Source: an optimization exercise on an open RTL-to-GDS flow (aim: small area, a short achievable clock period and few clock cycles). Production flows keep margins and buffers that such runs may drop. Only simulation tests tie the RTL to the original design; equivalence was not proved. Power figures rest on the tool's default switching activity, not on a simulated workload.

[design/flow/run.sh]
#!/bin/bash
# synth_recipe.tcl (not shown) runs the flow's synth.tcl, then flattens the netlist and writes it again
# the make line also repeats each setting of config.mk as NAME=value (left out here)
make -C /OpenROAD-flow-scripts/flow DESIGN_CONFIG=/design/flow/config.mk WORK_HOME=/design/flow/orfs CLKGATE_MAP_FILE= SYNTH_SCRIPT=/design/flow/synth_recipe.tcl finish
[design/flow/config.mk]
export PLATFORM = sky130hd
export DESIGN_NAME = serial_command_line_parser_top
export DESIGN_NICKNAME = serial_command_line_parser_top
export VERILOG_FILES = /design/flow/design.v
export SDC_FILE = /design/flow/constraint.sdc
export NUM_CORES = 4
export LEC_CHECK = 0
export ABC_AREA = 1
export CAP_MARGIN = 20
export CORE_MARGIN = 2
export CORE_UTILIZATION = 40
export CTS_CLUSTER_DIAMETER = 100
export CTS_CLUSTER_SIZE = 40
export SETUP_SLACK_MARGIN = 5
export SLEW_MARGIN = 20
[design/flow/constraint.sdc]
create_clock -name core_clock -period 8.0 [get_ports {clk}]
set_input_delay 1.6000 -clock core_clock [delete_from_list [all_inputs] [get_ports {clk}]]
set_output_delay 1.6000 -clock core_clock [all_outputs]
set_load 0.01 [all_outputs]
[design/flow/design.v]
package sclp_pkg;
  localparam int LINE_MAX = 32;
  localparam int ARG_W    = 31;
  localparam logic [ARG_W-1:0] SAT_MAX = {ARG_W{1'b1}};
  localparam logic [5:0] K_NONE  = 6'd10;   
  localparam logic [5:0] K_BLANK = 6'd12;
  localparam logic [5:0] K_EOL   = 6'd13;
  localparam logic [5:0] K_BS    = 6'd14;
  localparam logic [5:0] K_OTHER = 6'd15;
  localparam logic [5:0] K_Q     = 6'd31;   
  localparam logic [5:0] K_A     = 6'd33;
  localparam logic [5:0] K_C     = 6'd35;
  localparam logic [5:0] K_D     = 6'd36;
  localparam logic [5:0] K_E     = 6'd37;
  localparam logic [5:0] K_F     = 6'd38;
  localparam logic [5:0] K_G     = 6'd39;
  localparam logic [5:0] K_H     = 6'd40;
  localparam logic [5:0] K_I     = 6'd41;
  localparam logic [5:0] K_K     = 6'd43;
  localparam logic [5:0] K_L     = 6'd44;
  localparam logic [5:0] K_M     = 6'd45;
  localparam logic [5:0] K_N     = 6'd46;
  localparam logic [5:0] K_O     = 6'd47;
  localparam logic [5:0] K_P     = 6'd48;
  localparam logic [5:0] K_R     = 6'd50;
  localparam logic [5:0] K_S     = 6'd51;
  localparam logic [5:0] K_T     = 6'd52;
  localparam logic [5:0] K_U     = 6'd53;
  localparam logic [3:0] CMD_PERIOD = 4'd8;
  localparam logic [3:0] CMD_STAGE  = 4'd9;
  localparam logic [5:0] S_START = 6'd0;    
  localparam logic [5:0] S_I1  = 6'd1;      
  localparam logic [5:0] S_I4  = 6'd8;      
  localparam logic [5:0] S_T1  = 6'd16;      
  localparam logic [5:0] S_T5  = 6'd12;      
  localparam logic [5:0] S_M1  = 6'd24;     
  localparam logic [5:0] S_M3  = 6'd34;     
  localparam logic [5:0] S_M6  = 6'd20;     
  localparam logic [5:0] S_RST = 6'd41;     
  localparam logic [5:0] S_RE5 = 6'd30;     
  localparam logic [5:0] S_S1  = 6'd61;     
  localparam logic [5:0] S_S6  = 6'd35;     
  localparam logic [5:0] S_C1  = 6'd7;     
  localparam logic [5:0] S_CA4 = 6'd57;     
  localparam logic [5:0] S_CF2 = 6'd50;     
  localparam logic [5:0] S_CF4 = 6'd9;     
  localparam logic [5:0] S_H1  = 6'd18;     
  localparam logic [5:0] S_H4  = 6'd22;     
  localparam logic [5:0] S_P1  = 6'd45;     
  localparam logic [5:0] S_P6  = 6'd59;     
  localparam logic [5:0] S_PSP = 6'd54;     
  localparam logic [5:0] S_K0  = 6'd25;     
  localparam logic [5:0] S_K1  = 6'd51;     
  localparam logic [5:0] S_K2  = 6'd38;     
  localparam logic [5:0] S_MSP = 6'd13;     
  localparam logic [5:0] S_PD  = 6'd47;     
  localparam logic [5:0] S_FS  = 6'd31;     
  localparam logic [5:0] S_RS  = 6'd63;     
  localparam logic [5:0] S_NS  = 6'd62;     
  localparam logic [5:0] S_FSM = 6'd60;     
  localparam logic [5:0] S_RSM = 6'd56;     
endpackage
import sclp_pkg::*;
module sclp_stage (
  input  logic [7:0] c,
  output logic [5:0] cls,
  output logic       f_eol,
  output logic       f_bs,
  output logic       f_blank,
  output logic       f_dig
);
  assign f_bs    = (c == 8'h08) || (c == 8'h7F);
  assign f_eol   = (c == 8'h0D) || (c == 8'h0A);
  assign f_blank = (c == 8'h20) || (c == 8'h09);
  assign f_dig   = (c[7:4] == 4'h3) && (c[3:0] <= 4'd9);
  always_comb begin
    if (f_bs)
      cls = K_BS;
    else if (f_eol)
      cls = K_EOL;
    else if (f_blank)
      cls = K_BLANK;
    else if (c[7:6] == 2'b01)
      cls = {1'b1, c[4:0]};            
    else if (f_dig)
      cls = {2'b00, c[3:0]};
    else if (c == 8'h3F)
      cls = K_Q;
    else
      cls = K_OTHER;
  end
endmodule
import sclp_pkg::*;
module serial_command_line_parser_top (
  input  logic        clk,
  input  logic        rst_n,
  input  logic        in_valid,
  output logic        in_ready,
  input  logic [7:0]  in_rx_byte,
  output logic        out_valid,
  input  logic        out_ready,
  output logic [3:0]  out_cmd_code,
  output logic [30:0] out_cmd_arg
);
  function automatic logic chain_hit(input logic [5:0] s, input logic [5:0] c);
    chain_hit =
      ((s == 6'd1) && (c == K_D)) ||   
      ((s == 6'd2) && (c == K_L)) ||
      ((s == 6'd4) && (c == K_E)) ||
      ((s == 6'd16) && (c == K_R)) ||   
      ((s == 6'd33) && (c == K_A)) ||
      ((s == 6'd3) && (c == K_C)) ||
      ((s == 6'd6) && (c == K_K)) ||
      ((s == 6'd24) && (c == K_A)) ||   
      ((s == 6'd49) && (c == K_N)) ||
      ((s == 6'd34) && (c == K_U)) ||
      ((s == 6'd5) && (c == K_A)) ||
      ((s == 6'd10) && (c == K_L)) ||
      ((s == 6'd41) && (c == K_E)) ||   
      ((s == 6'd19) && (c == K_C)) ||
      ((s == 6'd39) && (c == K_A)) ||
      ((s == 6'd15) && (c == K_L)) ||
      ((s == 6'd61) && (c == K_T)) ||   
      ((s == 6'd58) && (c == K_A)) ||
      ((s == 6'd52) && (c == K_T)) ||
      ((s == 6'd40) && (c == K_U)) ||
      ((s == 6'd17) && (c == K_S)) ||
      ((s == 6'd7) && (c == K_A)) ||   
      ((s == 6'd14) && (c == K_L)) ||
      ((s == 6'd28) && (c == K_Q)) ||
      ((s == 6'd50) && (c == K_G)) ||   
      ((s == 6'd36) && (c == K_Q)) ||
      ((s == 6'd18) && (c == K_E)) ||   
      ((s == 6'd37) && (c == K_L)) ||
      ((s == 6'd11) && (c == K_P)) ||
      ((s == 6'd45) && (c == K_E)) ||   
      ((s == 6'd27) && (c == K_R)) ||
      ((s == 6'd55) && (c == K_I)) ||
      ((s == 6'd46) && (c == K_O)) ||
      ((s == 6'd29) && (c == K_D)) ||
      ((s == 6'd59) && (c == K_BLANK));
  endfunction
  function automatic logic [5:0] start_st(input logic [5:0] c);
    case (c)
      K_I:     start_st = S_I1;
      K_T:     start_st = S_T1;
      K_M:     start_st = S_M1;
      K_R:     start_st = S_RST;
      K_S:     start_st = S_S1;
      K_C:     start_st = S_C1;
      K_H:     start_st = S_H1;
      K_P:     start_st = S_P1;
      K_F:     start_st = S_FS;
      6'd0:    start_st = S_K0;
      6'd1:    start_st = S_K1;
      6'd2:    start_st = S_K2;
      default: start_st = S_START;
    endcase
  endfunction
  logic             rdy_r, rdy_nxt;
  logic             bv_r, bv_nxt, take;
  logic [5:0]       cls_r, cls_in;
  logic             fe_r, fb_r, fk_r, fd_r;   
  logic             fe_in, fb_in, fk_in, fd_in;
  logic [5:0]       len_r;                
  logic [5:0]       st_r, st_nxt;         
  logic [5:0]       lnb_r;                
  logic             dead_r;               
  logic [5:0]       ld_r;                 
  logic [5:0]       ds_r;                 
  logic [3:0]       v_r;                  
  logic             z0_r;                 
  logic             j0_r;                 
  logic             len0_r, full_r;       
  logic             trunc_r;              
  logic [5:0]       len_nxt;
  logic             z0_nxt;
  logic [ARG_W-1:0] acc_r;
  logic [3:0]       dl_r;
  logic             df_r;
  logic             sat_r;                
  logic [5:0]       ls_r;                 
  logic             busy_r, busy_nxt;     
  logic             ov_r, ov_nxt;
  logic [3:0]       code_r;
  logic             is_eol, is_bs, is_blank, is_dig;
  logic [3:0]       dv;
  logic             j0, base, dig_st, at_start, st_pd;
  logic [5:0]       len_p1, len_m1;
  logic [ARG_W:0]   m_w;
  logic [ARG_W-1:0] m;
  logic             m_sat;
  logic [4:0]       t;
  logic             t_ge;
  logic             t_ok;
  logic [5:0]       t_st;
  logic [3:0]       t_v;
  logic [5:0]       p_st;
  logic             hit;
  logic [3:0]       hit_code;
  logic             stg_r;
  logic consume, eol, emit, bsp, app, ovf, clr, live, trunc;
  logic core, kill, bs_core, undie;
  logic pd_init, pd_dig, pd_first, pd_sat, pd_commit, bs_pd, bs_unsat, bs_df, bs_div;
  logic div_end, acc_en, sel_m, sel_sat, sel_stg;
  logic [ARG_W-1:0] acc_d;
  sclp_stage u_cls (.c(in_rx_byte), .cls(cls_in), .f_eol(fe_in), .f_bs(fb_in),
                    .f_blank(fk_in), .f_dig(fd_in));
  assign in_ready     = rdy_r;
  assign out_valid    = ov_r;
  assign out_cmd_code = code_r;
  assign out_cmd_arg  = acc_r;
  assign is_eol   = fe_r;
  assign is_bs    = fb_r;
  assign is_blank = fk_r;
  assign is_dig   = fd_r;
  assign dv       = cls_r[3:0];
  assign at_start = (st_r == S_START);
  assign st_pd    = (st_r == S_PD);
  assign j0       = j0_r;
  assign base     = (lnb_r == ds_r);
  assign dig_st   = (st_r == S_PD) || (st_r == S_FS) || (st_r == S_RS) || (st_r == S_NS) ||
                    (st_r == S_FSM) || (st_r == S_RSM);
  assign len_p1   = len_r + 6'd1;
  assign len_m1   = len_r - 6'd1;
  assign m_w   = {acc_r[ARG_W-4:0], (dl_r[3] ? 3'b111 : dl_r[2:0]), 1'b1} +
                 {acc_r[ARG_W-2:0], dl_r[3], dl_r[3] & dl_r[0]};
  assign m     = m_w[ARG_W:1];
  assign m_sat = (acc_r > ARG_W'(SAT_MAX / 10)) ||
                 ((acc_r == ARG_W'(SAT_MAX / 10)) && (dl_r > 4'(SAT_MAX % 10)));
  assign t     = {dl_r, acc_r[ARG_W-1]};
  assign t_ge  = (t >= 5'd10);
  always_comb begin
    hit      = 1'b1;
    hit_code = 4'd0;
    case (st_r)
      S_I4, S_K0: hit_code = 4'd0;
      S_T5, S_K1: hit_code = 4'd1;
      S_M6, S_K2: hit_code = 4'd2;
      S_RE5:      hit_code = 4'd3;
      S_S6:       hit_code = 4'd4;
      S_CA4:      hit_code = 4'd5;
      S_CF4:      hit_code = 4'd6;
      S_H4:       hit_code = 4'd7;
      S_PD:       hit_code = CMD_PERIOD;
      S_FS, S_FSM, S_NS, S_RS, S_RSM: begin
        hit      = (v_r != 4'd0);
        hit_code = CMD_STAGE;
      end
      default: hit = 1'b0;
    endcase
  end
  assign stg_r = dig_st && !st_pd;
  always_comb begin
    t_ok = 1'b0;
    t_st = {st_r[4:0], st_r[5] ^ st_r[4]};
    t_v  = dv;
    if (at_start) begin
      t_st = start_st(cls_r);
      t_ok = (t_st != S_START);
      t_v  = 4'd0;
    end else if (chain_hit(st_r, cls_r)) begin
      t_ok = 1'b1;
    end else begin
      case (st_r)
        S_C1: begin
          t_st = S_CF2;
          t_ok = (cls_r == K_F);
        end
        S_M3: begin
          t_st = S_MSP;
          t_ok = is_blank;
        end
        S_RST: begin
          t_st = S_RS;
          t_ok = is_dig && (dv <= 4'd7);
        end
        S_PSP: begin
          t_st = S_PD;
          t_ok = is_dig;
        end
        S_MSP: begin
          t_st = (cls_r == K_F) ? S_FSM : (cls_r == K_R) ? S_RSM : S_NS;
          t_v  = (cls_r == K_F) || (cls_r == K_R) ? 4'd0 : dv;
          t_ok = (cls_r == K_F) || (cls_r == K_R) || is_dig;
        end
        S_PD: begin
          t_st = S_PD;
          t_ok = is_dig;
        end
        S_FS, S_RS, S_FSM, S_RSM: begin
          t_st = st_r;
          t_ok = is_dig && (v_r == 4'd0) && (dv <= 4'd7);
        end
        S_NS: begin
          t_st = S_NS;
          t_v  = (v_r == 4'd0) ? dv : 4'd10 + dv;
          t_ok = is_dig && ((v_r == 4'd0) || ((v_r == 4'd1) && (dv <= 4'd4)));
        end
        default: ;
      endcase
    end
  end
  always_comb begin
    p_st = {st_r[0] ^ st_r[5], st_r[5:1]};
    case (st_r)
      S_I1, S_T1, S_M1, S_RST, S_S1, S_C1, S_H1, S_P1,
      S_K0, S_K1, S_K2:   p_st = S_START;
      S_CF2:              p_st = S_C1;
      S_MSP:              p_st = S_M3;
      S_PD:               p_st = base ? S_PSP : S_PD;
      S_FS:               p_st = base ? S_START : S_FS;
      S_FSM, S_RSM, S_NS: p_st = base ? S_MSP : st_r;
      S_RS:               p_st = base ? S_RST : S_RS;
      default: ;
    endcase
  end
  assign consume = bv_r && !busy_r && !(ov_r && (is_eol || (st_r == S_PSP)));
  assign eol     = consume && is_eol && !len0_r;
  assign emit    = eol && !dead_r && hit;
  assign bsp     = consume && is_bs && !len0_r;
  assign ovf     = consume && !is_eol && !is_bs && full_r;
  assign app     = consume && !is_eol && !is_bs && !full_r;
  assign clr     = eol || ovf;
  assign live    = app && !dead_r;
  assign trunc   = trunc_r;           
  assign core    = live && (at_start || j0) && !trunc && t_ok;
  assign kill    = live && !is_blank && ((!at_start && !j0) || (!trunc && !t_ok));
  assign bs_core = bsp && !dead_r && !at_start && j0;
  assign undie   = bsp && dead_r && (len_r == ld_r);
  assign pd_init   = live && j0 && !trunc && (st_r == S_PSP) && is_dig;
  assign pd_dig    = live && j0 && !trunc && st_pd && is_dig && !sat_r;
  assign pd_first  = pd_dig && !df_r;
  assign pd_sat    = pd_dig && df_r && m_sat;
  assign pd_commit = pd_dig && df_r && !m_sat;
  assign bs_pd     = bs_core && st_pd;
  assign bs_unsat  = bs_pd && sat_r && (len_m1 == ls_r);
  assign bs_df     = bs_pd && !sat_r;
  assign bs_div    = bs_df && !df_r && !base;
  assign div_end   = busy_r && (ls_r == 6'd0);
  assign sel_m   = st_pd && df_r && !m_sat && ((live && j0 && !trunc && is_dig && !sat_r) ||
                                               (eol && !dead_r));
  assign sel_sat = eol && !dead_r && st_pd && df_r && m_sat;
  assign sel_stg = emit && stg_r;
  assign acc_en  = busy_r || pd_init || sel_m || sel_sat || (emit && !st_pd);
  always_comb begin
    acc_d = ({ARG_W{busy_r}} & {acc_r[ARG_W-2:0], t_ge}) |
            ({ARG_W{sel_m}} & m) |
            {ARG_W{sel_sat}};
    if (sel_stg)
      acc_d[3:0] = ((st_r == S_RS) || (st_r == S_RSM)) ? v_r + 4'd6 : v_r - 4'd1;
  end
  always_comb begin
    if (clr)
      st_nxt = S_START;
    else if (bs_core)
      st_nxt = p_st;
    else if (core)
      st_nxt = t_st;
    else
      st_nxt = st_r;
  end
  assign take     = in_valid && rdy_r;
  assign bv_nxt   = take || (bv_r && !consume);
  assign busy_nxt = bs_div || (busy_r && !div_end);
  assign ov_nxt   = (ov_r && !out_ready) || emit;
  assign rdy_nxt  = !bv_nxt ||
                    (!((busy_r && !div_end) || (bv_r && fb_r && st_pd && !df_r && !sat_r)) &&
                     !(((ov_r && !out_ready) || (bv_r && fe_r)) &&
                       ((take ? fe_in : fe_r) ||
                        (((st_r == S_P6) || (st_r == S_PSP) || st_pd) && !(bv_r && fe_r)))));
  always_comb begin
    if (clr)
      len_nxt = 6'd0;
    else if (bsp)
      len_nxt = len_m1;
    else if (app)
      len_nxt = len_p1;
    else
      len_nxt = len_r;
  end
  assign z0_nxt = (app && len0_r) ? !is_blank : z0_r;
  always_ff @(posedge clk) begin
    if (!rst_n) begin
      rdy_r   <= 1'b1;
      bv_r    <= 1'b0;
      len_r   <= 6'd0;
      len0_r  <= 1'b1;
      full_r  <= 1'b0;
      trunc_r <= 1'b0;
      st_r   <= S_START;
      dead_r <= 1'b0;
      busy_r <= 1'b0;
      ov_r   <= 1'b0;
    end else begin
      rdy_r  <= rdy_nxt;
      bv_r   <= bv_nxt;
      st_r   <= st_nxt;
      busy_r <= busy_nxt;
      ov_r   <= ov_nxt;
      len_r   <= len_nxt;
      len0_r  <= (len_nxt == 6'd0);
      full_r  <= (len_nxt == 6'(LINE_MAX));
      trunc_r <= (len_nxt == 6'(LINE_MAX - 1)) && z0_nxt;
      if (clr || undie)
        dead_r <= 1'b0;
      else if (kill)
        dead_r <= 1'b1;
    end
  end
  always_ff @(posedge clk) begin
    if (take) begin
      cls_r <= cls_in;
      fe_r  <= fe_in;
      fb_r  <= fb_in;
      fk_r  <= fk_in;
      fd_r  <= fd_in;
    end
    if (core || bs_core)
      j0_r <= 1'b1;
    else if (live && !kill)
      j0_r <= 1'b0;
    else if (bsp && !dead_r && !at_start && !j0_r)
      j0_r <= (len_m1 == lnb_r);
    if (core || bs_core) begin
      lnb_r <= core ? len_p1 : len_m1;
      v_r   <= core ? t_v : {3'b000, v_r[3] & (v_r[2] | v_r[1])};
    end
    if (kill) ld_r <= len_p1;
    if (core && !dig_st) ds_r <= len_p1;
    z0_r <= z0_nxt;
    if (acc_en) acc_r <= acc_d;
    if (busy_r)
      dl_r <= t_ge ? 4'(t - 5'd10) : t[3:0];
    else if (bs_div)
      dl_r <= 4'd0;
    else if (pd_init || pd_first || pd_commit)
      dl_r <= dv;
    if (pd_init || pd_first)
      df_r <= 1'b1;
    else if (bs_df)
      df_r <= 1'b0;
    if (pd_sat)
      sat_r <= 1'b1;
    else if (pd_init || bs_unsat)
      sat_r <= 1'b0;
    if (busy_r)
      ls_r <= ls_r - 6'd1;
    else if (bs_div)
      ls_r <= 6'd30;
    else if (pd_sat)
      ls_r <= len_r;
    if (emit) code_r <= hit_code;
  end
endmodule
==> impl_metrics.py, run 1 <==
metrics = {
    "critical_path": {
        "cp_num_buf_inv": 1,
        "cp-start-kind": "flop",
        "crit_path_end_kind": "output port",
        "cp_top_family": "buffers and inverters",
        "slowest_stage": "clkdlybuf4s50_1",
        "crit_fanout": 4,
        "worstSetupPathType": "flop to output port",
        "crit_chain": "clkdlybuf4s50_1",
        "r2r_start": "acc_r[7]",
        "worstReg2RegEnd": "acc_r[27]",
        "rrSetupSlack_ns": 5.15,
        "critPathMaxStageDelay_ns": 0.60,
        "cp.arrival_ns": 1.36,
        "crit_required_ns": 6.40,
        "r2r_cells": 9,
    },
    "synth": {
        "synth-async-reset-ratio_pct": 0,
        "post-synth-top-count-cell": "nand2_1",
        "muxShareOfSynthArea_pct": 0,
        "synth_compound_area_share_pct": 15.6,
        "yosysTopAreaCell": "edfxtp_1",
        "syn_area_mm2": 0.00893,
        "synth_nets": 1333,
        "synthFlopType": "edfxtp_1",
        "synth_commonest_cells": "280 x nand2_1, 168 x nor2_1, 148 x inv_1, 96 x nand3_1, 76 x edfxtp_1",
        "postSynthAreaPerCell_um2": 6.99,
        "synth-adder-area-share_pct": 6.17,
        "synth_cells": 1277,
        "synth-edff-count": 76,
        "yosys_warnings": 2,
        "synth-seq-cells": 101,
        "synth_xor_area_share_pct": 5.00,
        "synthTopCellsByArea": "edfxtp_1 26%, nand2_1 12%, nor2_1 7.1%",
        "synth-seq-area-share_pct": 31.2,
        "synth_top_family_by_area": "simple AND/OR/NAND/NOR gates",
        "yosysUniqueCellTypes": 57,
        "synthSimpleGateAreaFrac_pct": 33.2,
        "synth_top_area_share_pct": 25.6,
    },
    "cells_and_area": {
        "synthToLayoutAreaGrowth_pct": 16.6,
        "fin_util_pct": 47.5,
        "nNetsFinal": 1411,
        "n_antenna_cell": 0,
        "post-route-cell-area_mm2": 0.0104,
        "drive_gt1_share_pct": 11.6,
        "finalNonFillerCells": 1640,
    },
    "floorplan": {
        "rows": 54,
        "initial_core_util_pct": 40.8,
        "die_w_um": 153,
        "core_area_mm2": 0.0219,
        "die-height_um": 153,
        "dieArea_mm2": 0.0235,
        "ios": 49,
    },
    "cts": {
        "cts.clk_slew.worst_paths_ns": 0.08,
        "cts_sinks": 101,
        "clk_latency_ns": 0.37,
        "clk_path_buf_depth": 2,
        "h-tree-depth": 3,
        "cts_tree": "yes",
        "clockRootBuffer": "clkbuf_16",
        "cts_inserted_buffers": 9,
    },
    "sta": {
        "finalHoldViolations": 0,
        "setup_violations": 0,
        "tns_ns": 0,
        "maxSlewViolCount": 0,
        "rsz0062_at_grt": "false",
        "tightest_slew_ns": 0.605,
        "slew_headroom_pct": 59.1,
        "fin_skew_ns": 0.0120,
        "finalCritPeriodShare_pct": 37.0,
        "max_freq_mhz": 337,
        "period_minus_slack_ns": 2.96,
    },
    "global_route": {
        "grt_pass1_wl_mm": 43.9,
        "antenna_found_initial": 0,
        "grt_overflow": 0,
        "grtUsageTotal_pct": 23.2,
        "grt_start_max_net_pins": 26,
        "grt_pass1_vias": 8499,
    },
    "worst_hold_path": {
        "min_to": "sat_r",
        "min-delay-start": "sat_r",
        "hold_depth": 2,
        "min_path_type": "flop to flop",
    },
    "pwr": {
        "sw_frac_of_total_pct": 33.0,
        "seqPwrFrac_pct": 45.9,
        "intPower_mw": 0.895,
        "p_switching_mw": 0.442,
        "powerDensity_mw_per_mm2": 128,
        "p_leak_nw": 4.55,
        "pwr-share-comb_pct": 20.1,
        "peakVddDrop_mv": 0.124,
        "power_mw": 1.34,
        "clkPwrFrac_pct": 34.0,
    },
    "status": {
        "status": "timing/DRC/antenna clean",
    },
    "flow_run": {
        "max-cap-violations": 0,
    },
    "routing": {
        "drt-total-wl_mm": 27.9,
        "viasPerCell": 5.50,
        "drc": 0,
        "drt-wirelength-per-cell_um": 17.0,
        "drtAntennaViolNets": 0,
        "num_vias": 9021,
        "first_pass_iters": 6,
        "drt-initial-drc-count": 810,
    },
    "placed_design": {
        "place_congestion": 0.962,
        "hpwl_mm": 21.2,
        "placed_area_mm2": 0.00962,
        "io_buffers": 48,
        "dp_cells": 1581,
    },
}
[how the worst max path moves through the flow]
stage,slack (ns),cells after the start,from,endpoint
finish,5.04,1,acc_r[28],out_cmd_arg[28]
CTS,5.00,1,acc_r[10],out_cmd_arg[10]
global placement,4.15,12,st_r[5],acc_r[15]
global route,4.97,10,in_rx_byte[2],cls_r[4]
detailed placement,4.06,12,st_r[5],acc_r[15]
floorplan,5.29,11,st_r[5],acc_r[0]
[area by class of cell]
class / instances / area [um2]
fill: 2303 / 11500
timing repair buffer: 93 / 836
inverter: 164 / 626
clock inverter: 6 / 57.6
tap: 280 / 350
multi-input combinational: 986 / 5520
clock buffer: 10 / 229
sequential: 101 / 2790
[worst register-to-register path, cell delays in order (launching register included)]
cell      delay, ns
edfxtp_1       0.40
buf_4          0.17
ha_1           0.37
nand2_1        0.15
nor4_1         0.58
a21oi_1        0.29
o21ai_0        0.38
nand2_1        0.09
nand3_1        0.10
nand3_1        0.06
[layer usage]
layer	vias to the layer above	GRT usage, %	wire length (um)
met5	-	0	0
met4	0	5.46	535
met3	36	3.77	1770
met2	326	39.3	13200
met1	4169	31.1	12400
li1	4490	-	-
[state kept, by name, summed over array words and instances, names as in the netlist, 4 cells and up]
signal  flops
ds_r        6
v_r         4
ld_r        6
len_r       6
dl_r        4
lnb_r       6
st_r        6
ls_r        6
code_r      4
acc_r      31
cls_r       6
[cells by family after synthesis]
family | after synthesis
AOI/OAI and AO/OA | 230
DFF | 101
buffers and inverters | 191
adders and majority gates | 44
xor gates and xnor gates | 51
and+or+nand+nor | 660
[power groups by stage]
stage	clock network, mW	registers, mW	logic [mW]
after floorplan	0	0.609	0.204
after global placement	0	0.624	0.255
after detailed placement	0	0.625	0.255
after CTS	0.462	0.613	0.258
after global routing	0.482	0.616	0.298
final	0.454	0.614	0.268
[through the flow]
stage          hold slack [ns]  setup slack [ns]
2_1_floorplan            0.452              5.29
3_3_place_gp             0.481              4.15
3_5_place_dp             0.482              4.06
4_1_cts                  0.492              5.00
5_1_grt                  0.519              4.97
6_report                 0.489              5.04
[layout by cell type, fill, tap and decap left out, types with 7 or more instances in the layout]
cell / count
buf_4: 44
inv_1: 145
nor2_1: 164
clkbuf_16: 9
nor3_1: 18
inv_2: 15
o211ai_1: 15
a21oi_1: 70
nand2_2: 8
nor2_4: 7
nand4_1: 33
nor4_1: 8
xnor2_1: 23
xor2_1: 28
nand3_1: 94
ha_1: 40
nand2_1: 278
clkdlybuf4s50_1: 43
nor2_2: 15
edfxtp_1: 76
o21ai_0: 70
dfxtp_1: 22
o21a_1: 7
o21ai_1: 17
[what timing repair did]
item / 4_1_cts / 5_1_grt
pin swaps: 4 / 5
resized for setup: 19 / 29
cloned: 1 / 0
hold buffers: 0 / 0
buffers inserted: 21 / 21
endpoints found under the setup margin: 105 / 95
Testbench counts, summed over its fixed seeds: cycles 21,597.
==> run 2, diff against run 1 <==
--- a/design/flow/design.v
+++ b/design/flow/design.v
@@ -5,3 +5,4 @@
   localparam logic [5:0] K_NONE  = 6'd10;   
-  localparam logic [5:0] K_BLANK = 6'd12;
+  localparam logic [5:0] K_TAB   = 6'd11;
+  localparam logic [5:0] K_SPACE = 6'd12;
   localparam logic [5:0] K_EOL   = 6'd13;
@@ -80,4 +81,6 @@
       cls = K_EOL;
-    else if (f_blank)
-      cls = K_BLANK;
+    else if (c == 8'h20)
+      cls = K_SPACE;
+    else if (c == 8'h09)
+      cls = K_TAB;
     else if (c[7:6] == 2'b01)
@@ -140,3 +143,3 @@
       ((s == 6'd29) && (c == K_D)) ||
-      ((s == 6'd59) && (c == K_BLANK));
+      ((s == 6'd59) && (c == K_SPACE));
   endfunction
@@ -271,3 +274,3 @@
           t_st = S_MSP;
-          t_ok = is_blank;
+          t_ok = (cls_r == K_SPACE);
         end
--- a/design/flow/config.mk
+++ b/design/flow/config.mk
@@ -11,4 +11,2 @@
 export CORE_UTILIZATION = 40
-export CTS_CLUSTER_DIAMETER = 100
-export CTS_CLUSTER_SIZE = 40
 export SETUP_SLACK_MARGIN = 5
==> run 2 against run 1 <==
Compared with the run above: register-to-register slack lost 0.06 ns; synthesized cell count increased by 2.9%; critical path depth increased by 6; clock skew decreased by 0.0034 ns; sequential cell count did not move; sequential power about the same; combinational power about the same; highest routed layer unchanged; clock power grew 2%; sequential share of layout area is 0.18 points higher; utilization about the same; hold slack gained 0.0043 ns; die area down 1.2%.
==> impl_metrics.py, run 2 <==
metrics = {
    "cells_and_area": {
        "fin_util_pct": 47.5,
        "drive_gt1_share_pct": 7.79,
        "n_antenna_cell": 0,
        "layout_common_cells": "315 x nand2_1, 172 x nor2_1, 170 x inv_1",
        "nNetsFinal": 1438,
        "synthToLayoutAreaGrowth_pct": 17.1,
        "top_register": "acc_r",
        "final_common_cell": "nand2_1",
        "post-route-cell-area_mm2": 0.0103,
        "largest_reg_flops": 31,
    },
    "sta": {
        "finalHoldViolations": 0,
        "fin_skew_ns": 0.00861,
        "setup_violations": 0,
        "maxSlewViolCount": 0,
        "rsz0062_at_grt": "true",
        "period_minus_slack_ns": 3.04,
        "slew_headroom_pct": 53.2,
        "tns_ns": 0,
        "finalCritPeriodShare_pct": 38.0,
        "tightest_slew_ns": 0.696,
        "max_freq_mhz": 329,
    },
    "critical_path": {
        "r2r_start": "acc_r[6]",
        "r2r_cells": 9,
        "crit_required_ns": 8.15,
        "crit_fanout": 6,
        "slowest_stage": "clkdlybuf4s50_1",
        "cp.arrival_ns": 3.19,
        "crit_path_end_kind": "flop",
        "crit_top_cell": "nand2_1",
        "critPathMaxStageDelay_ns": 0.58,
        "cp-start-kind": "input port",
        "endpoint": "cls_r[4]",
        "crit_start": "in_rx_byte[1]",
        "rrSetupSlack_ns": 5.09,
        "worstSetupPathType": "input port to flop",
        "crit_chain": "clkdlybuf4s50_1 -> nor2_1 -> nand4_1 -> nand2_1 -> a2111oi_2 -> nand2_1 -> o41ai_1",
        "worstReg2RegEnd": "acc_r[27]",
    },
    "synth": {
        "synthFlopType": "edfxtp_1",
        "yosysTopAreaCell": "edfxtp_1",
        "synthTopCellsByArea": "edfxtp_1 26%, nand2_1 14%, nor2_1 7.6%",
        "synth-async-reset-ratio_pct": 0,
        "synth_commonest_cells": "320 x nand2_1, 178 x nor2_1, 170 x inv_1, 104 x nand3_1, 87 x o21ai_0",
        "postSynthAreaPerCell_um2": 6.71,
        "yosys_warnings": 2,
        "synth_top_area_share_pct": 25.9,
        "yosysUniqueCellTypes": 52,
        "syn_area_mm2": 0.00882,
        "synth-seq-cells": 101,
        "synth_cells": 1314,
        "synth-seq-area-share_pct": 31.6,
        "synth_nets": 1370,
        "post-synth-top-count-cell": "nand2_1",
        "synth-edff-count": 76,
    },
    "pwr": {
        "p_leak_nw": 4.70,
        "powerDensity_mw_per_mm2": 130,
        "peakVddDrop_mv": 0.113,
    },
    "cts": {
        "h-tree-depth": 3,
        "cts_sinks": 101,
        "cts_tree": "yes",
        "clockRootBuffer": "clkbuf_16",
        "cts_inserted_buffers": 9,
        "clk_latency_ns": 0.36,
        "cts.clk_slew.worst_paths_ns": 0.08,
        "clk_path_buf_depth": 2,
    },
    "floorplan": {
        "core_area_mm2": 0.0218,
        "die_w_um": 152,
        "die-height_um": 152,
        "initial_core_util_pct": 40.5,
        "dieArea_mm2": 0.0233,
        "ios": 49,
        "rows": 54,
    },
    "global_route": {
        "antenna_found_initial": 0,
        "grt_overflow": 0,
        "grt_pass1_wl_mm": 44.6,
        "grtUsageTotal_pct": 23.8,
        "grt_pass1_vias": 8651,
        "grt_start_max_net_pins": 28,
    },
    "routing": {
        "viasPerCell": 5.47,
        "first_pass_iters": 5,
        "num_vias": 9121,
        "drt-total-wl_mm": 28.1,
        "drc": 0,
        "drtAntennaViolNets": 0,
        "drt-initial-drc-count": 691,
        "drt-wirelength-per-cell_um": 16.8,
    },
    "worst_hold_path": {
        "min_path_type": "flop to flop",
    },
    "status": {
        "status": "timing/DRC/antenna clean",
    },
    "flow_run": {
        "max-cap-violations": 0,
    },
    "placed_design": {
        "placed_area_mm2": 0.00956,
        "io_buffers": 48,
        "place_congestion": 0.956,
        "hpwl_mm": 21.5,
    },
}
-- run 2: changes by cell type in the layout (fill, tap and decap cells not counted), sizes merged, moves of 5 or more --
| cell | previous run | this run |
|---|---|---|
| o211ai | 19 | 4 |
| nor3 | 19 | 24 |
| clkinv | 1 | 6 |
| a21oi | 75 | 67 |
| o221ai | 10 | 5 |
| buf | 45 | 30 |
| inv | 169 | 178 |
| o21bai | 5 | 13 |
| o31ai | 0 | 5 |
| nand2 | 290 | 329 |
| o21ai | 89 | 97 |
-- run 2: per-layer routing --
metal  part of all wire, %  vias up  track usage [%]
met1                    43     4183             30.1
met4                   3.8        0             10.4
met2                    48      323             41.1
met3                   5.2       64             2.50
met5                     0        -                0
li1                      -     4551                -
-- run 2: worst min path at each step --
stage          startpoint  depth (start not counted)    to
2_1_floorplan        fk_r                          1  z0_r
3_3_place_gp         z0_r                          2  z0_r
3_5_place_dp         fk_r                          1  z0_r
4_1_cts              fk_r                          1  z0_r
5_1_grt              fk_r                          1  z0_r
6_report             z0_r                          2  z0_r
-- run 2: area by class of cell --
class,count,area [um2]
Fill cell,2296,11400
Timing Repair Buffer,78,722
Sequential cell,101,2790
Clock inverter,7,93.8
Tap cell,280,350
Clock buffer,9,225
Inverter,177,664
Multi-Input combinational cell,1015,5490
-- run 2: logic make-up (layout without fill, tap and decap cells) --
logic type               Yosys count  count (layout)  share of synthesized area, %
AND/OR/NAND/NOR                  694             695                          33.7
XOR/XNOR                          48              48                          4.77
buffers and inverters            199             271                          8.81
flip-flops                       101             101                          31.6
adder cells (fa/ha/maj)           44              44                          6.24
AO/OA/AOI/OAI                    228             228                          15.0
-- run 2: power breakdown --
part	switching [mW]	total (mW)	internal, mW
logic	0.179	0.266	0.0869
registers	0.0252	0.611	0.586
clock network	0.236	0.462	0.226
total	0.440	1.34	0.899
-- run 2: per-stage QoR --
stage | std cells | power, mW | worst slack, ns | hold slack (ns)
floorplan | 1314 | 0.798 | 5.21 | 0.442
global placement | 1622 | 0.869 | 4.03 | 0.480
detailed placement | 1622 | 0.869 | 3.93 | 0.483
CTS | 1659 | 1.33 | 5.00 | 0.494
global route | 1667 | 1.41 | 4.83 | 0.519
finish | 1667 | 1.34 | 4.96 | 0.494
-- run 2: critical path, delay by kind of cell --
kind / cells / cell delay (ns)
buffers and inverters: 1 / 0.58
AO/OA/AOI/OAI: 2 / 0.53
AND/OR/NAND/NOR: 4 / 0.47
-- run 2: repair_timing --
item,4_1_cts,5_1_grt
pin swaps,3,1
gates cloned,1,0
resized for setup,29,31
hold buffers,0,0
endpoints found under the hold margin,0,0
setup endpoints to repair,115,67
setup buffers,20,8
Testbench counts of run 2, summed over its fixed seeds: cycles 21,597.
==> run 3, diff against run 2 <==
==> design/flow/flow/run.sh (new file) <==
#!/bin/bash
set -euo pipefail
bash standard.sh SETUP_SLACK_MARGIN=5.4 finish > flow_make.log 2>&1
==> design/flow/standard.sh (new file) <==
#!/bin/bash
# synth_recipe.tcl (not shown) runs the flow's synth.tcl, then flattens the netlist and writes it again
# the make line also repeats each setting of config.mk as NAME=value (left out here)
make -C /OpenROAD-flow-scripts/flow DESIGN_CONFIG=/design/flow/config.mk WORK_HOME=/design/flow/orfs CLKGATE_MAP_FILE= SYNTH_SCRIPT=/design/flow/synth_recipe.tcl "${@:-finish}"
removed: design/flow/run.sh
==> run 3 against run 2 <==
Compared with the run above: largest cell class unchanged; via count rose by 7.6%; non-clock buffer count rose by 95; power rose by 3.8%; count of clock-buffer cells in the layout rose by 2; clock power barely moved.
==> impl_metrics.py, run 3 <==
metrics = {
    "worst_hold_path": {
        "hold_depth": 2,
        "min-delay-start": "z0_r",
        "min_path_type": "flop to flop",
        "min_to": "z0_r",
    },
    "critical_path": {
        "crit_top_cell": "buf_6",
        "cp_num_buf_inv": 2,
        "slowest_stage": "edfxtp_1",
        "crit_required_ns": 6.40,
        "cp_top_family": "flip-flops",
        "r2r_cells": 12,
        "worstReg2RegEnd": "acc_r[4]",
        "cp-start-kind": "flop",
        "rrSetupSlack_ns": 5.42,
        "crit_fanout": 2,
        "r2r_start": "st_r[5]",
        "crit_path_end_kind": "output port",
        "cp.arrival_ns": 1.01,
        "critPathMaxStageDelay_ns": 0.41,
        "cp_num_cells": 2,
        "worstSetupPathType": "flop to output port",
        "crit_chain": "buf_6 -> buf_6",
    },
    "placed_design": {
        "hpwl_mm": 21.5,
        "pre_cts_slack_ns": 4.02,
        "io_buffers": 48,
        "place_congestion": 0.993,
        "dp_cells": 1621,
    },
    "synth": {
        "synth-edff-count": 76,
        "yosysTopAreaCell": "edfxtp_1",
        "synth_nets": 1370,
        "syn_area_mm2": 0.00882,
        "yosys_warnings": 2,
        "synth_commonest_cells": "320 x nand2_1, 178 x nor2_1, 170 x inv_1, 104 x nand3_1, 87 x o21ai_0",
        "synth-seq-area-share_pct": 31.6,
        "synthTopCellsByArea": "edfxtp_1 26%, nand2_1 14%, nor2_1 7.6%",
        "synth-async-reset-ratio_pct": 0,
        "yosysUniqueCellTypes": 52,
        "synthFlopType": "edfxtp_1",
        "postSynthAreaPerCell_um2": 6.71,
        "synth-seq-cells": 101,
        "synth_top_area_share_pct": 25.9,
        "synth_cells": 1314,
        "post-synth-top-count-cell": "nand2_1",
    },
    "cts": {
        "clk_latency_ns": 0.36,
        "ctsHoldBuffers": 0,
        "clockRootBuffer": "clkbuf_16",
        "cts_tree": "yes",
        "clk_path_buf_depth": 2,
        "cts_sinks": 101,
        "cts_inserted_buffers": 9,
        "h-tree-depth": 3,
        "cts.clk_slew.worst_paths_ns": 0.08,
    },
    "floorplan": {
        "die_w_um": 152,
        "die-height_um": 152,
        "core_area_mm2": 0.0218,
        "initial_core_util_pct": 40.5,
        "ios": 49,
        "dieArea_mm2": 0.0233,
        "rows": 54,
    },
    "global_route": {
        "grt_overflow": 0,
        "met1_usage_pct": 30.9,
        "use_met2_pct": 41.8,
        "grt_start_max_net_pins": 28,
        "grt_pass1_wl_mm": 46.1,
        "grt_most_used_layer": "met2",
        "grt_pass1_vias": 9164,
        "antenna_found_initial": 0,
        "grtUsageTotal_pct": 24.4,
        "grtUsageMet3_pct": 2.67,
    },
    "sta": {
        "rsz0062_at_grt": "true",
        "setup_slack_ns": 5.39,
        "tns_ns": 0,
        "period_minus_slack_ns": 2.61,
        "fin_hold_ws_ns": 0.497,
        "fin_skew_ns": 0.0148,
        "finalHoldViolations": 0,
        "maxSlewViolCount": 0,
        "slew_headroom_pct": 49.1,
        "max_freq_mhz": 383,
        "setup_violations": 0,
        "tightest_slew_ns": 0.762,
        "finalCritPeriodShare_pct": 32.6,
    },
    "pwr": {
        "powerDensity_mw_per_mm2": 120,
        "p_leak_nw": 5.33,
        "peakVddDrop_mv": 0.0870,
    },
    "routing": {
        "drtAntennaViolNets": 0,
        "first_pass_iters": 6,
        "drt-wirelength-per-cell_um": 17.3,
        "num_vias": 9813,
        "drt-total-wl_mm": 30.5,
        "drc": 0,
        "viasPerCell": 5.55,
        "drt-initial-drc-count": 709,
    },
    "cells_and_area": {
        "final_common_cell": "nand2_1",
        "largest_reg_flops": 31,
        "multi_input_area_mm2": 0.00620,
        "synthToLayoutAreaGrowth_pct": 32.0,
        "finalNonFillerCells": 1767,
        "fillers": 2153,
        "layout_common_cells": "297 x nand2_1, 156 x inv_1, 152 x nor2_1",
        "seq_area_mm2": 0.00280,
        "n_antenna_cell": 0,
        "drive_gt1_share_pct": 24.7,
        "top_register": "acc_r",
        "nNetsFinal": 1538,
    },
    "flow_run": {
        "max-cap-violations": 0,
    },
    "status": {
        "status": "timing/DRC/antenna clean",
    },
}
[run 3: cell counts after synthesis]
No cell type changed its count.
[run 3: repair_timing]
action / CTS / global route
pin swaps: 24 / 35
setup endpoints to repair: 177 / 133
gates cloned: 4 / 4
buffers inserted: 73 / 49
resized for setup: 238 / 145
[run 3: worst reg2reg max path, cell delays in order (launching register included)]
cell and delay, ns:
dfxtp_4 0.41, clkinvlp_4 0.19, ha_4 0.26, o21ai_2 0.18, nand3_1 0.12, inv_2 0.14
o2111ai_2 0.13, nand2_2 0.14, o21ai_1 0.09, a21oi_2 0.17, buf_4 0.20, nand3_4 0.13
clkbuf_16 0.19
[run 3: per-layer routing]
| metal | routed length (um) | vias up |
|---|---|---|
| li1 | - | 4754 |
| met1 | 12700 | 4576 |
| met2 | 14800 | 393 |
| met3 | 1710 | 90 |
| met4 | 1350 | 0 |
| met5 | 0 | - |
[run 3: power by group]
part / internal (mW) / switching [mW]
combinational: 0.114 / 0.207
sequential: 0.587 / 0.0244
clock: 0.238 / 0.222
total: 0.938 / 0.453
[run 3: how the worst max path moves through the flow]
stage | from | endpoint | slack [ns]
after floorplan | in_rx_byte[6] | cls_r[0] | 5.39
after CTS | acc_r[4] | acc_r[6] | 5.30
final | acc_r[3] | out_cmd_arg[3] | 5.39
after global placement | acc_r[4] | acc_r[7] | 4.18
after global routing | st_r[5] | acc_r[3] | 5.29
after detailed placement | acc_r[4] | acc_r[7] | 4.02
[run 3: stage by stage]
step | cell area, um2 | utilization (%) | power, mW
floorplan | 8860 | - | 0.799
global placement | 9590 | 44.1 | 0.869
detailed placement | 9590 | 44.1 | 0.868
CTS | 10900 | 50.0 | 1.36
global route | 11600 | 53.5 | 1.45
finish | 11600 | 53.5 | 1.39
[run 3: kinds of logic (layout without fill, tap and decap cells)]
group,Yosys count,in the layout,share of synthesized area (%)
adder cells (fa/ha/maj),44,44,6.24
AND/OR/NAND/NOR,694,700,33.7
buffers and inverters,199,366,8.81
XOR/XNOR,48,48,4.77
flip-flops,101,101,31.6
AO/OA/AOI/OAI,228,228,15.0
[run 3: final cells by class]
type / instances / share of cell area, %
clock buffer: 11 / 2.18
timing repair buffer: 173 / 11.3
inverter: 177 / 5.81
multi-input combinational: 1020 / 53.2
sequential: 101 / 24.0
tap: 280 / 3.01
clock inverter: 5 / 0.441
==> run 4, diff against run 3 <==
==> design/flow/flow/run.sh (replaced) <==
#!/bin/bash
set -euo pipefail
bash standard.sh SETUP_SLACK_MARGIN=5.3 finish > flow_make.log 2>&1
--- a/design/flow/config.mk
+++ b/design/flow/config.mk
@@ -10,3 +10,3 @@
 export CORE_MARGIN = 2
-export CORE_UTILIZATION = 40
+export CORE_UTILIZATION = 60
 export SETUP_SLACK_MARGIN = 5
==> run 4 against run 3 <==
Compared with the run above: critical path depth increased by 11; final area fell by 5.8%; count of clock-buffer cells in the layout fell by 2; clock skew fell by 0.0014 ns; non-clock buffer count down 42.
==> impl_metrics.py, run 4 <==
metrics = {
    "critical_path": {
        "cp.arrival_ns": 2.88,
        "crit_fanout": 9,
        "cp_num_cells": 13,
        "worstSetupPathType": "flop to flop",
        "cp_num_buf_inv": 4,
        "rrSetupSlack_ns": 5.19,
        "crit_top_cell": "buf_4",
        "r2r_cells": 13,
        "crit_chain": "buf_4 -> buf_4 -> o21ai_0 -> o21ai_0 -> nand2_1 -> o211ai_1 -> nand3_1 -> a21boi_4 -> buf_12 -> nor2_4 -> nand2_4 -> nand3_4 -> buf_4",
        "crit_path_end_kind": "flop",
        "crit_required_ns": 8.07,
        "cp_top_family": "simple AND/OR/NAND/NOR gates",
        "cp-start-kind": "flop",
        "critPathMaxStageDelay_ns": 0.46,
        "slowest_stage": "edfxtp_1",
    },
    "pwr": {
        "clkPwrFrac_pct": 34.9,
        "p_switching_mw": 0.455,
        "p_leak_nw": 5.07,
        "seqPwrFrac_pct": 44.0,
        "powerDensity_mw_per_mm2": 127,
        "power_mw": 1.39,
        "peakVddDrop_mv": 0.111,
        "intPower_mw": 0.938,
        "sw_frac_of_total_pct": 32.6,
        "pwr-share-comb_pct": 21.1,
    },
    "floorplan": {
        "core_area_mm2": 0.0144,
        "die-height_um": 125,
        "initial_core_util_pct": 61.1,
        "rows": 44,
        "die_w_um": 125,
        "dieArea_mm2": 0.0157,
        "ios": 49,
    },
    "cts": {
        "clk_path_buf_depth": 2,
        "ctsHoldBuffers": 0,
        "clockRootBuffer": "clkbuf_16",
        "h-tree-depth": 3,
        "clk_latency_ns": 0.36,
        "cts_sinks": 101,
        "cts_tree": "yes",
        "cts.clk_slew.worst_paths_ns": 0.08,
        "cts_inserted_buffers": 9,
    },
    "sta": {
        "max_freq_mhz": 356,
        "fin_skew_ns": 0.0134,
        "setup_violations": 0,
        "slew_headroom_pct": 53.1,
        "period_minus_slack_ns": 2.81,
        "setup_slack_ns": 5.19,
        "tns_ns": 0,
        "tightest_slew_ns": 0.703,
        "maxSlewViolCount": 0,
        "rsz0062_at_grt": "true",
        "finalHoldViolations": 0,
        "finalCritPeriodShare_pct": 35.1,
    },
    "placed_design": {
        "io_buffers": 48,
        "pre_cts_slack_ns": 4.12,
        "hpwl_mm": 20.1,
        "dp_cells": 1526,
        "place_congestion": 1.05,
    },
    "synth": {
        "synthFlopType": "edfxtp_1",
        "synthTopCellsByArea": "edfxtp_1 26%, nand2_1 14%, nor2_1 7.6%",
        "synth-seq-cells": 101,
        "synth-edff-count": 76,
        "synth_cells": 1314,
        "syn_area_mm2": 0.00882,
        "yosysUniqueCellTypes": 52,
        "yosys_warnings": 2,
        "postSynthAreaPerCell_um2": 6.71,
        "yosysTopAreaCell": "edfxtp_1",
        "synth_commonest_cells": "320 x nand2_1, 178 x nor2_1, 170 x inv_1, 104 x nand3_1, 87 x o21ai_0",
        "synth_nets": 1370,
        "post-synth-top-count-cell": "nand2_1",
        "synth-seq-area-share_pct": 31.6,
        "synth_top_area_share_pct": 25.9,
        "synth-async-reset-ratio_pct": 0,
    },
    "routing": {
        "viasPerCell": 6.14,
        "drt-total-wl_mm": 29.7,
        "first_pass_iters": 6,
        "drc": 0,
        "drtAntennaViolNets": 0,
        "num_vias": 9988,
        "drt-wirelength-per-cell_um": 18.3,
        "drt-initial-drc-count": 1311,
    },
    "cells_and_area": {
        "finalNonFillerCells": 1626,
        "n_antenna_cell": 0,
        "drive_gt1_share_pct": 17.4,
        "largest_reg_flops": 31,
        "layout_common_cells": "299 x nand2_1, 158 x inv_1, 157 x nor2_1",
        "nNetsFinal": 1493,
        "top_register": "acc_r",
        "final_common_cell": "nand2_1",
        "synthToLayoutAreaGrowth_pct": 24.3,
    },
    "global_route": {
        "grtUsageTotal_pct": 35.9,
        "antenna_found_initial": 0,
        "grt_overflow": 0,
        "grt_start_max_net_pins": 28,
        "grt_pass1_vias": 9269,
        "grt_pass1_wl_mm": 45.7,
    },
    "worst_hold_path": {
        "min_path_type": "flop to flop",
        "hold_depth": 2,
    },
    "flow_run": {
        "max-cap-violations": 0,
    },
    "status": {
        "status": "timing/DRC/antenna clean",
    },
}
run 4: changes by cell type in the layout (fill, tap and decap cells not counted), moves of 10 or more:
cell / change
buf_4: -33
clkbuf_2: -15
buf_2: -24
clkdlybuf4s15_1: +10
dlygate4sd2_1: +30
run 4: cells by family (layout without fill, tap and decap cells):
kind of cell    count (synthesis)  in the layout  synth area share (%)
simple gates                  694            697                  33.7
fa+ha+maj                      44             44                  6.24
flops                         101            101                  31.6
xor+xnor                       48             48                  4.77
buf+inv                       199            324                  8.81
compound gates                228            228                  15.0
run 4: cell type report:
cell class                      instances  area [um2]
Multi-Input combinational cell       1017        5870
Fill cell                            1100        3460
Sequential cell                       101        2790
Timing Repair Buffer                  131        1080
Inverter                              177         671
Tap cell                              184         230
Clock buffer                            9         225
Clock inverter                          7         103
run 4: worst register-to-register path: stages (launching register included):
cell      delay, ns
edfxtp_1       0.46
buf_4          0.17
buf_4          0.13
o21ai_0        0.23
o21ai_0        0.21
nand2_1        0.10
o211ai_1       0.14
nand3_1        0.15
a21boi_4       0.07
buf_12         0.15
nor2_4         0.24
nand2_4        0.16
nand3_4        0.10
buf_4          0.20
run 4: final timing paths:
check / from / to
hold reg to reg: z0_r / z0_r
setup / recovery: acc_r[4] / acc_r[15]
hold / removal: z0_r / z0_r
setup reg to reg: acc_r[4] / acc_r[15]
run 4: power by group through the flow:
stage | registers (mW) | clock network [mW] | logic, mW
global placement | 0.620 | 0 | 0.245
finish | 0.613 | 0.486 | 0.294
CTS | 0.609 | 0.484 | 0.262
detailed placement | 0.620 | 0 | 0.246
global route | 0.615 | 0.506 | 0.323
floorplan | 0.612 | 0 | 0.186
run 4: stage by stage:
step / cell area (um2) / util, % / hold slack, ns
CTS: 10400 / 72.2 / 0.495
global route: 11000 / 76.0 / 0.527
global placement: 9450 / 65.5 / 0.482
detailed placement: 9450 / 65.5 / 0.485
finish: 11000 / 76.0 / 0.496
floorplan: 8840 / - / 0.442
run 4: routing by layer:
metal / wire length, um / part of all wire, % / up-vias / track usage, %
met5: 0 / 0 / - / 0
met3: 2680 / 9.0 / 165 / 6.08
li1: - / - / 4671 / -
met1: 11400 / 38 / 4499 / 45.9
met2: 13800 / 46 / 653 / 58.7
met4: 1800 / 6.1 / 0 / 18.6
run 4: timing repair:
item | 4_1_cts | 5_1_grt
buffers inserted | 57 | 24
cloned | 2 | 1
pin swaps | 13 | 19
resized for setup | 110 | 111
endpoints found under the setup margin | 164 | 134
hold endpoints to repair | 0 | 0
==> run 5, diff against run 4 <==
--- a/design/flow/config.mk
+++ b/design/flow/config.mk
@@ -10,3 +10,3 @@
 export CORE_MARGIN = 2
-export CORE_UTILIZATION = 60
+export CORE_UTILIZATION = 40
 export SETUP_SLACK_MARGIN = 5
==> run 5 against run 4 <==
Compared with the run above: clock power fell by 8.2%; global-route usage fell by 12 points; die area rose by 48%; combinational power barely moved; largest power group unchanged.
==> impl_metrics.py, run 5 <==
metrics = {
    "status": {
        "status": "timing/DRC/antenna clean",
    },
    "cells_and_area": {
        "layout_common_cells": "302 x nand2_1, 159 x inv_1, 158 x nor2_1",
        "drive_gt1_share_pct": 17.0,
        "nNetsFinal": 1495,
        "n_antenna_cell": 0,
        "seq_area_mm2": 0.00279,
        "top_register": "acc_r",
        "synthToLayoutAreaGrowth_pct": 26.1,
        "fillers": 2209,
        "multi_input_area_mm2": 0.00592,
        "final_common_cell": "nand2_1",
        "largest_reg_flops": 31,
    },
    "routing": {
        "first_pass_iters": 6,
        "drt-total-wl_mm": 29.2,
        "top_layer": "met4",
        "drc": 0,
        "num_vias": 9439,
        "drt-wirelength-per-cell_um": 16.9,
        "drt-met1-wl_mm": 12.3,
        "viasPerCell": 5.48,
        "drtAntennaViolNets": 0,
        "met3_wirelength_mm": 1.76,
        "routed-wl-met2_mm": 14.1,
        "drt-initial-drc-count": 735,
    },
    "worst_hold_path": {
        "min_path_type": "flop to flop",
    },
    "critical_path": {
        "cp_top_family": "flip-flops",
        "worstReg2RegEnd": "acc_r[26]",
        "crit_fanout": 2,
        "crit_required_ns": 6.40,
        "cp_num_cells": 1,
        "cp_num_buf_inv": 1,
        "rrSetupSlack_ns": 5.37,
        "crit_chain": "dlygate4sd2_1",
        "cp-start-kind": "flop",
        "r2r_start": "acc_r[10]",
        "slowest_stage": "edfxtp_1",
        "crit_path_end_kind": "output port",
        "endpoint": "out_cmd_arg[26]",
        "crit_start": "acc_r[26]",
        "r2r_cells": 11,
        "critPathMaxStageDelay_ns": 0.40,
        "worstSetupPathType": "flop to output port",
        "cp.arrival_ns": 1.06,
    },
    "placed_design": {
        "io_buffers": 48,
        "pre_cts_slack_ns": 3.98,
        "hpwl_mm": 21.2,
        "place_congestion": 0.976,
    },
    "global_route": {
        "grt_pass1_wl_mm": 44.5,
        "grt_start_max_net_pins": 28,
        "grt_pass1_vias": 8723,
        "grt_overflow": 0,
        "grtUsageTotal_pct": 23.7,
        "antenna_found_initial": 0,
    },
    "pwr": {
        "intPower_mw": 0.910,
        "pwr-share-comb_pct": 21.9,
        "p_leak_nw": 5.11,
        "clkPwrFrac_pct": 32.9,
        "powerDensity_mw_per_mm2": 122,
        "p_switching_mw": 0.445,
        "peakVddDrop_mv": 0.0998,
        "sw_frac_of_total_pct": 32.8,
        "seqPwrFrac_pct": 45.2,
    },
    "synth": {
        "synthFlopType": "edfxtp_1",
        "postSynthAreaPerCell_um2": 6.71,
        "synth_commonest_cells": "320 x nand2_1, 178 x nor2_1, 170 x inv_1, 104 x nand3_1, 87 x o21ai_0",
        "synthTopCellsByArea": "edfxtp_1 26%, nand2_1 14%, nor2_1 7.6%",
        "synth_top_area_share_pct": 25.9,
        "synth-seq-area-share_pct": 31.6,
        "synth-async-reset-ratio_pct": 0,
        "synth_cells": 1314,
        "yosysUniqueCellTypes": 52,
        "synth-seq-cells": 101,
        "syn_area_mm2": 0.00882,
        "yosysTopAreaCell": "edfxtp_1",
        "synth-edff-count": 76,
        "synth_nets": 1370,
        "post-synth-top-count-cell": "nand2_1",
        "yosys_warnings": 2,
    },
    "sta": {
        "maxSlewViolCount": 0,
        "rsz0062_at_grt": "true",
        "fin_hold_ws_ns": 0.503,
        "finalHoldViolations": 0,
        "finalCritPeriodShare_pct": 33.3,
        "max_freq_mhz": 375,
        "slew_headroom_pct": 49.4,
        "tns_ns": 0,
        "tightest_slew_ns": 0.758,
        "period_minus_slack_ns": 2.66,
        "setup_violations": 0,
        "fin_skew_ns": 0.00792,
        "setup_slack_ns": 5.34,
    },
    "floorplan": {
        "ios": 49,
        "die_w_um": 152,
        "core_area_mm2": 0.0218,
        "rows": 54,
        "die-height_um": 152,
        "initial_core_util_pct": 40.5,
        "dieArea_mm2": 0.0233,
    },
    "cts": {
        "cts.clk_slew.worst_paths_ns": 0.08,
        "h-tree-depth": 3,
        "clk_latency_ns": 0.36,
        "cts_tree": "yes",
        "cts_sinks": 101,
        "clk_path_buf_depth": 2,
        "ctsHoldBuffers": 0,
        "cts_inserted_buffers": 9,
        "clockRootBuffer": "clkbuf_16",
    },
    "flow_run": {
        "max-cap-violations": 0,
    },
}
## run 5: how the worst min path moves through the flow
stage | start | to | slack, ns | cells after the start
2_1_floorplan | fk_r | z0_r | 0.44 | 1
3_3_place_gp | z0_r | z0_r | 0.48 | 2
3_5_place_dp | sat_r | sat_r | 0.50 | 2
4_1_cts | z0_r | z0_r | 0.51 | 2
5_1_grt | z0_r | z0_r | 0.53 | 2
6_report | z0_r | z0_r | 0.50 | 2
## run 5: cells by family (layout without fill, tap and decap cells)
logic type,Yosys count,in the layout,synth area share (%)
simple gates,694,698,33.7
compound gates,228,228,15.0
buf+inv,199,325,8.81
flops,101,101,31.6
xor+xnor,48,48,4.77
fa+ha+maj,44,44,6.24
## run 5: routing by layer
layer | vias to the layer above | global-route usage (%)
li1 | 4663 | -
met1 | 4362 | 30.6
met2 | 351 | 39.9
met3 | 63 | 3.56
met4 | 0 | 9.92
met5 | - | 0
## run 5: power by group through the flow
stage	sequential, mW	combinational, mW	clock (mW)
after detailed placement	0.621	0.246	0
after global routing	0.614	0.327	0.477
after floorplan	0.612	0.186	0
after CTS	0.610	0.266	0.454
final	0.612	0.296	0.446
after global placement	0.620	0.247	0
## run 5: stage by stage
stage / utilization [%] / power, mW / instance area, um2 / std cells
2_1_floorplan: - / 0.798 / 8840 / 1314
4_1_cts: 48.4 / 1.33 / 10500 / 1690
3_3_place_gp: 44.0 / 0.867 / 9570 / 1622
6_report: 51.1 / 1.35 / 11100 / 1724
3_5_place_dp: 44.0 / 0.867 / 9570 / 1622
5_1_grt: 51.1 / 1.42 / 11100 / 1724
## run 5: final cells by class
class                           instances  area share (%)
Clock inverter                          7           0.607
Clock buffer                            9            2.02
Tap cell                              280            3.15
Timing Repair Buffer                  132            9.81
Sequential cell                       101            25.1
Inverter                              177            6.06
Multi-Input combinational cell       1018            53.3
## run 5: repair_timing
action	CTS	global route
gates cloned	2	2
pin swaps	14	19
setup buffers	50	32
gates resized for setup	125	103
setup endpoints to repair	171	124
==> run 6, diff against run 5 <==
--- a/design/flow/config.mk
+++ b/design/flow/config.mk
@@ -11,2 +11,4 @@
 export CORE_UTILIZATION = 40
+export GPL_ROUTABILITY_DRIVEN = 0
+export GPL_TIMING_DRIVEN = 1
 export SETUP_SLACK_MARGIN = 5
==> run 6 against run 5 <==
Compared with the run above: first-iteration DRC count rose by 15%; setup slack got worse by 0.022 ns; cell count rose by 0.58%; global-route usage rose by 0.62 points; largest power group unchanged.
==> impl_metrics.py, run 6 <==
metrics = {
    "synth": {
        "synth-async-reset-ratio_pct": 0,
        "synth_top_area_share_pct": 25.9,
        "yosysUniqueCellTypes": 52,
        "syn_area_mm2": 0.00882,
        "postSynthAreaPerCell_um2": 6.71,
        "yosysTopAreaCell": "edfxtp_1",
        "yosys_warnings": 2,
        "synth_commonest_cells": "320 x nand2_1, 178 x nor2_1, 170 x inv_1, 104 x nand3_1, 87 x o21ai_0",
        "synth-seq-area-share_pct": 31.6,
        "synth_cells": 1314,
        "synth-edff-count": 76,
        "synth_nets": 1370,
        "synthTopCellsByArea": "edfxtp_1 26%, nand2_1 14%, nor2_1 7.6%",
        "synthFlopType": "edfxtp_1",
        "synth-seq-cells": 101,
        "post-synth-top-count-cell": "nand2_1",
    },
    "pwr": {
        "powerDensity_mw_per_mm2": 121,
        "power_mw": 1.36,
        "peakVddDrop_mv": 0.136,
        "p_leak_nw": 5.14,
    },
    "global_route": {
        "grt_start_max_net_pins": 28,
        "grt_pass1_wl_mm": 46.1,
        "grtUsageTotal_pct": 24.3,
        "grt_overflow": 0,
        "antenna_found_initial": 0,
        "grt_pass1_vias": 8908,
    },
    "worst_hold_path": {
        "min_to": "z0_r",
        "min-delay-start": "z0_r",
        "min_path_type": "flop to flop",
        "hold_depth": 2,
    },
    "cts": {
        "clockRootBuffer": "clkbuf_16",
        "clk_path_buf_depth": 2,
        "ctsHoldBuffers": 0,
        "cts_tree": "yes",
        "cts_sinks": 101,
        "h-tree-depth": 3,
        "cts_inserted_buffers": 9,
        "cts.clk_slew.worst_paths_ns": 0.08,
        "clk_latency_ns": 0.36,
    },
    "critical_path": {
        "cp.arrival_ns": 1.09,
        "cp-start-kind": "flop",
        "r2r_start": "acc_r[1]",
        "rrSetupSlack_ns": 5.36,
        "r2r_cells": 11,
        "crit_fanout": 2,
        "cp_num_buf_inv": 1,
        "crit_path_end_kind": "output port",
        "critPathMaxStageDelay_ns": 0.46,
        "worstSetupPathType": "flop to output port",
        "cp_top_family": "flip-flops",
        "slowest_stage": "edfxtp_1",
        "worstReg2RegEnd": "acc_r[15]",
        "crit_required_ns": 6.40,
        "crit_chain": "clkdlybuf4s15_1",
    },
    "sta": {
        "period_minus_slack_ns": 2.69,
        "setup_violations": 0,
        "slew_headroom_pct": 47.3,
        "max_freq_mhz": 372,
        "tns_ns": 0,
        "finalCritPeriodShare_pct": 33.6,
        "finalHoldViolations": 0,
        "fin_skew_ns": 0.0107,
        "maxSlewViolCount": 0,
        "tightest_slew_ns": 0.789,
        "rsz0062_at_grt": "true",
    },
    "cells_and_area": {
        "finalNonFillerCells": 1734,
        "post-route-cell-area_mm2": 0.0112,
        "fin_util_pct": 51.7,
        "nNetsFinal": 1505,
        "top_register": "acc_r",
        "largest_reg_flops": 31,
        "synthToLayoutAreaGrowth_pct": 27.5,
        "final_common_cell": "nand2_1",
        "n_antenna_cell": 0,
        "layout_common_cells": "306 x nand2_1, 161 x inv_1, 158 x nor2_1",
        "drive_gt1_share_pct": 17.8,
        "fillers": 2231,
    },
    "routing": {
        "first_pass_iters": 6,
        "drt-wirelength-per-cell_um": 17.0,
        "drtAntennaViolNets": 0,
        "drt-total-wl_mm": 29.4,
        "drt-initial-drc-count": 843,
        "viasPerCell": 5.53,
        "drc": 0,
        "num_vias": 9582,
    },
    "flow_run": {
        "max-cap-violations": 0,
    },
    "floorplan": {
        "rows": 54,
        "initial_core_util_pct": 40.5,
        "dieArea_mm2": 0.0233,
        "core_area_mm2": 0.0218,
        "ios": 49,
        "die_w_um": 152,
        "die-height_um": 152,
    },
    "status": {
        "status": "timing/DRC/antenna clean",
    },
    "placed_design": {
        "hpwl_mm": 21.1,
        "io_buffers": 48,
        "dp_cells": 1622,
        "placed_area_mm2": 0.00957,
    },
}
run 6: cell counts after synthesis:
Identical to the previous run, type by type.
run 6: worst max path at each step:
| stage | from | end | slack [ns] | depth (start not counted) |
|---|---|---|---|---|
| after floorplan | in_rx_byte[6] | cls_r[4] | 5.33 | 8 |
| after global placement | acc_r[4] | acc_r[20] | 4.15 | 9 |
| after detailed placement | acc_r[4] | acc_r[20] | 4.04 | 9 |
| after CTS | acc_r[27] | out_cmd_arg[27] | 5.30 | 1 |
| after global routing | in_rx_byte[0] | rdy_r | 5.25 | 10 |
| final | acc_r[0] | out_cmd_arg[0] | 5.31 | 1 |
run 6: timing repair:
action | in CTS | in global routing
buffers inserted | 66 | 27
gates resized for setup | 130 | 105
endpoints found under the setup margin | 171 | 116
cloned | 2 | 1
pin swaps | 17 | 28
run 6: metal layers:
layer  vias up  part of all wire [%]  GRT usage (%)
met2       382                    47           40.7
met3        75                   6.6           2.73
met5         -                     0              0
met1      4442                    42           32.4
met4         0                   3.8           9.44
li1       4683                     -              -
run 6: final cells by class:
cell class / count / area, um2 / area share, %
Inverter: 177 / 674 / 6.00
Clock inverter: 7 / 65.1 / 0.579
Multi-Input combinational cell: 1017 / 5980 / 53.1
Tap cell: 280 / 350 / 3.12
Timing Repair Buffer: 143 / 1160 / 10.3
Clock buffer: 9 / 225 / 2.00
Sequential cell: 101 / 2790 / 24.8
run 6: power by group:
| group | switching, mW | total, mW | internal, mW |
|---|---|---|---|
| clock network | 0.232 | 0.453 | 0.221 |
| logic | 0.190 | 0.292 | 0.102 |
| registers | 0.0248 | 0.611 | 0.587 |
| total | 0.447 | 1.36 | 0.909 |
run 6: stage by stage:
step                hold WS (ns)  worst slack [ns]
floorplan                  0.442              5.33
global placement           0.482              4.15
detailed placement         0.482              4.04
CTS                        0.495              5.30
global route               0.549              5.25
finish                     0.495              5.31
run 6: worst reg2reg max path: cells and delay by family (launching register included):
| family | cells | cell delay (ns) |
|---|---|---|
| buffers and inverters | 3 | 0.46 |
| AND/OR/NAND/NOR | 7 | 1.29 |
| flip-flops | 1 | 0.39 |
| AO/OA/AOI/OAI | 1 | 0.20 |
run 6: kinds of logic after synthesis:
| logic type | Yosys count | synth area share [%] |
|---|---|---|
| simple gates | 694 | 33.7 |
| compound gates | 228 | 15.0 |
| buf+inv | 199 | 8.81 |
| flops | 101 | 31.6 |
| xor+xnor | 48 | 4.77 |
| fa+ha+maj | 44 | 6.24 |

[separate check: timing with driven ports]
No port has a modelled driver above. Below, the same layouts with a new extraction and two added sets of constraints.
Step 1 assumes that a clkbuf_16 drives the clock port and a buf_2 every other input.
Step 2, shift: input delay + t, output delay - t, t = (earliest + latest rising clock arrival at the registers) / 2. This alone moves slack from input paths to output paths.
a / b / c = no drivers / after step 1 / after step 2; a / b = the first two.
run	shift t [ns]	slack for setup (ns)	worst setup path after step 2
run 1	0.406	5.037 / 4.993 / 4.659	input to register
run 2	0.403	4.963 / 4.988 / 4.585	input to register
run 3	0.399	5.391 / 5.344 / 5.125	input to register
run 4	0.398	5.192 / 5.192 / 4.909	input to register
run 5	0.400	5.336 / 5.290 / 4.963	input to register
run 6	0.403	5.314 / 5.268 / 5.007	input to register
After both steps every run listed still meets setup and hold.
